This is an optimization exercise on Yosys and OpenROAD, whose aim is a short achievable clock period and few clock cycles, not a production implementation.
At most, simulation tests tie the RTL to the original design; equivalence was not proved.
Power figures rest on the tool's default switching activity, not on a simulated workload.

Setup of main:
## color_key_sprite_run_encoder
module color_key_sprite_run_encoder
#(
  parameter int MAX_WIDTH  = cksre_pkg::DEF_MAX_WIDTH,
  parameter int MAX_HEIGHT = cksre_pkg::DEF_MAX_HEIGHT
) (
  input  logic                  clk,
  input  logic                  rst,
  input  logic                  cfg_valid,
  output logic                  cfg_ready,
  input  logic [cksre_pkg::CFG_IDX_W-1:0]  cfg_index,
  input  logic [cksre_pkg::CFG_DATA_W-1:0] cfg_data,
  input  logic                  in_valid,
  output logic                  in_ready,
  input  logic [cksre_pkg::PIX_W-1:0]      pixel,
  output logic                  out_valid,
  input  logic                  out_ready,
  output logic [cksre_pkg::KIND_W-1:0]     word_kind,
  output logic [cksre_pkg::VALUE_W-1:0]    word_value,
  output logic                  row_empty,
  output logic [cksre_pkg::ROW_OUT_W-1:0]  row_number,
  output logic                  last_of_burst
);
make LEC_CHECK=0 ABC_CLOCK_PERIOD_IN_PS=1500 CAP_MARGIN=20 CORE_MARGIN=2 CORE_UTILIZATION=50 CTS_CLUSTER_DIAMETER=100 CTS_CLUSTER_SIZE=20 PLACE_DENSITY=0.65 SETUP_SLACK_MARGIN=3.0 SLEW_MARGIN=20 TNS_END_PERCENT=100 finish   # period 5.0 ns
run.sh (not shown) runs the stock make flow with config.mk's settings and CLKGATE_MAP_FILE= SYNTH_SCRIPT=/design/flow/synth_recipe.tcl, a recipe that flattens the netlist after the stock synthesis.
Testbench counts of main, summed over its fixed seeds: cycles 50,767.
Inputs modified between main and the feature branch:
Settings: removing PLACE_DENSITY (formerly 0.65); removing CTS_CLUSTER_DIAMETER (formerly 100); removing CTS_CLUSTER_SIZE (formerly 20); changing CORE_UTILIZATION from 50 to 40.
==> comparison <==
Compared to main, the routing of the feature branch uses more wire. The smallest hold slack of the feature branch is lower than that of main. Delay of the slowest critical-path stage: the feature branch vs main, no meaningful difference. main: flow completed, timing, DRC and antenna clean. The feature branch closes out successfully: all stages finished, all timing, DRC and antenna checks passed. Lower core utilization of the finished layout among the feature branch and main: the feature branch. What main reported for total power of the final layout has to be multiplied by 1.2 to get the figure for the feature branch.


color_key_sprite_run_encoder, a different RTL version from the one above (not shown whole).
Size in the first run: ~1400 flip-flops, about 73 I/O pins, roughly 55000 µm² of cells after synthesis.
## color_key_sprite_run_encoder
module color_key_sprite_run_encoder
#(
  parameter int MAX_WIDTH  = cksre_pkg::DEF_MAX_WIDTH,
  parameter int MAX_HEIGHT = cksre_pkg::DEF_MAX_HEIGHT
) (
  input  logic                  clk,
  input  logic                  rst,
  input  logic                  cfg_valid,
  output logic                  cfg_ready,
  input  logic [cksre_pkg::CFG_IDX_W-1:0]  cfg_index,
  input  logic [cksre_pkg::CFG_DATA_W-1:0] cfg_data,
  input  logic                  in_valid,
  output logic                  in_ready,
  input  logic [cksre_pkg::PIX_W-1:0]      pixel,
  output logic                  out_valid,
  input  logic                  out_ready,
  output logic [cksre_pkg::KIND_W-1:0]     word_kind,
  output logic [cksre_pkg::VALUE_W-1:0]    word_value,
  output logic                  row_empty,
  output logic [cksre_pkg::ROW_OUT_W-1:0]  row_number,
  output logic                  last_of_burst
);
Settings: LEC_CHECK=0, ABC_CLOCK_PERIOD_IN_PS=1500, CAP_MARGIN=20, CORE_MARGIN=2, CORE_UTILIZATION=55, CTS_CLUSTER_DIAMETER=60, CTS_CLUSTER_SIZE=24, SETUP_SLACK_MARGIN=3.0, SLEW_MARGIN=20, TNS_END_PERCENT=100; clock period 5.0 ns.
Edit:
CORE_UTILIZATION = 40   (was 55)
CTS_CLUSTER_DIAMETER = not set   (was 60)
CTS_CLUSTER_SIZE = not set   (was 24)
Cell count increases by 9.6%.
Sequential share of layout area decreases by 1.2 points.
Clock power increases by about 20%.
Global-route usage decreases by 12 points.
Function was not checked in any run of this note: the RTL went through the layout flow alone.


Another version of the RTL of color_key_sprite_run_encoder (not shown whole).
For scale: ~3900 cells after synthesis, about 73 I/O pins, roughly 0.052 mm² of cells after synthesis.
make LEC_CHECK=0 ABC_CLOCK_PERIOD_IN_PS=1500 CAP_MARGIN=20 CORE_MARGIN=2 CORE_UTILIZATION=40 SETUP_SLACK_MARGIN=3.0 SLEW_MARGIN=20 TNS_END_PERCENT=100 finish   # period 5.0 ns
Testbench counts at the start, summed over its fixed seeds: cycles 50,766.
Then changed:
Settings changed: CORE_UTILIZATION 40 to 60, CTS_CLUSTER_DIAMETER from default to 80, CTS_CLUSTER_SIZE from default to 30.
Final area decreases by a few percent.
Synthesized cell count does not change.
Wire length went down slightly.
Setup slack is worse by 0.010 ns.
Sequential power stays flat.
Combinational power came out lower slightly.
Global-route usage rises by 13 points.
Worst hold slack gains 0.014 ns.
Via count hardly moves.

-- what the ideal ports hide --
No port has a modelled driver above. Below, the same layouts with a new extraction and two added sets of constraints. Step 1: set_driving_cell puts a clkbuf_16 on clk and a buf_2 on each other input, an assumption about the parent block. Step 2 moves the port delays by t, midway between the first and last clock arrival at a register: inputs arrive t later, outputs are due t later. That takes back most of the time a late clock gives input paths. a / b / c = no drivers / after step 1 / after step 2; a / b = the first two.
| run | shift t [ns] | setup WS [ns] | clock arrival spread, ns |
|---|---|---|---|
| main | 0.758 | 2.835 / 2.762 / 2.378 | 0.049 / 0.049 |
| the feature branch | 0.849 | 2.740 / 2.666 / 2.280 | 0.037 / 0.037 |
| the first run of note 2 | 0.810 | 2.678 / 2.607 / 2.449 | 0.042 / 0.041 |
| the second run of note 2 | 0.865 | 2.655 / 2.573 / 2.324 | 0.040 / 0.040 |
| the first run of note 3 | 0.839 | 2.691 / 2.617 / 2.266 | 0.045 / 0.045 |
| the second run of note 3 | 0.742 | 2.681 / 2.646 / 2.480 | 0.060 / 0.061 |
After both steps every run listed still meets setup and hold. For the feature branch, which loses most, drivers alone change the setup slack by -0.074 ns; drivers and shift together by -0.460 ns.
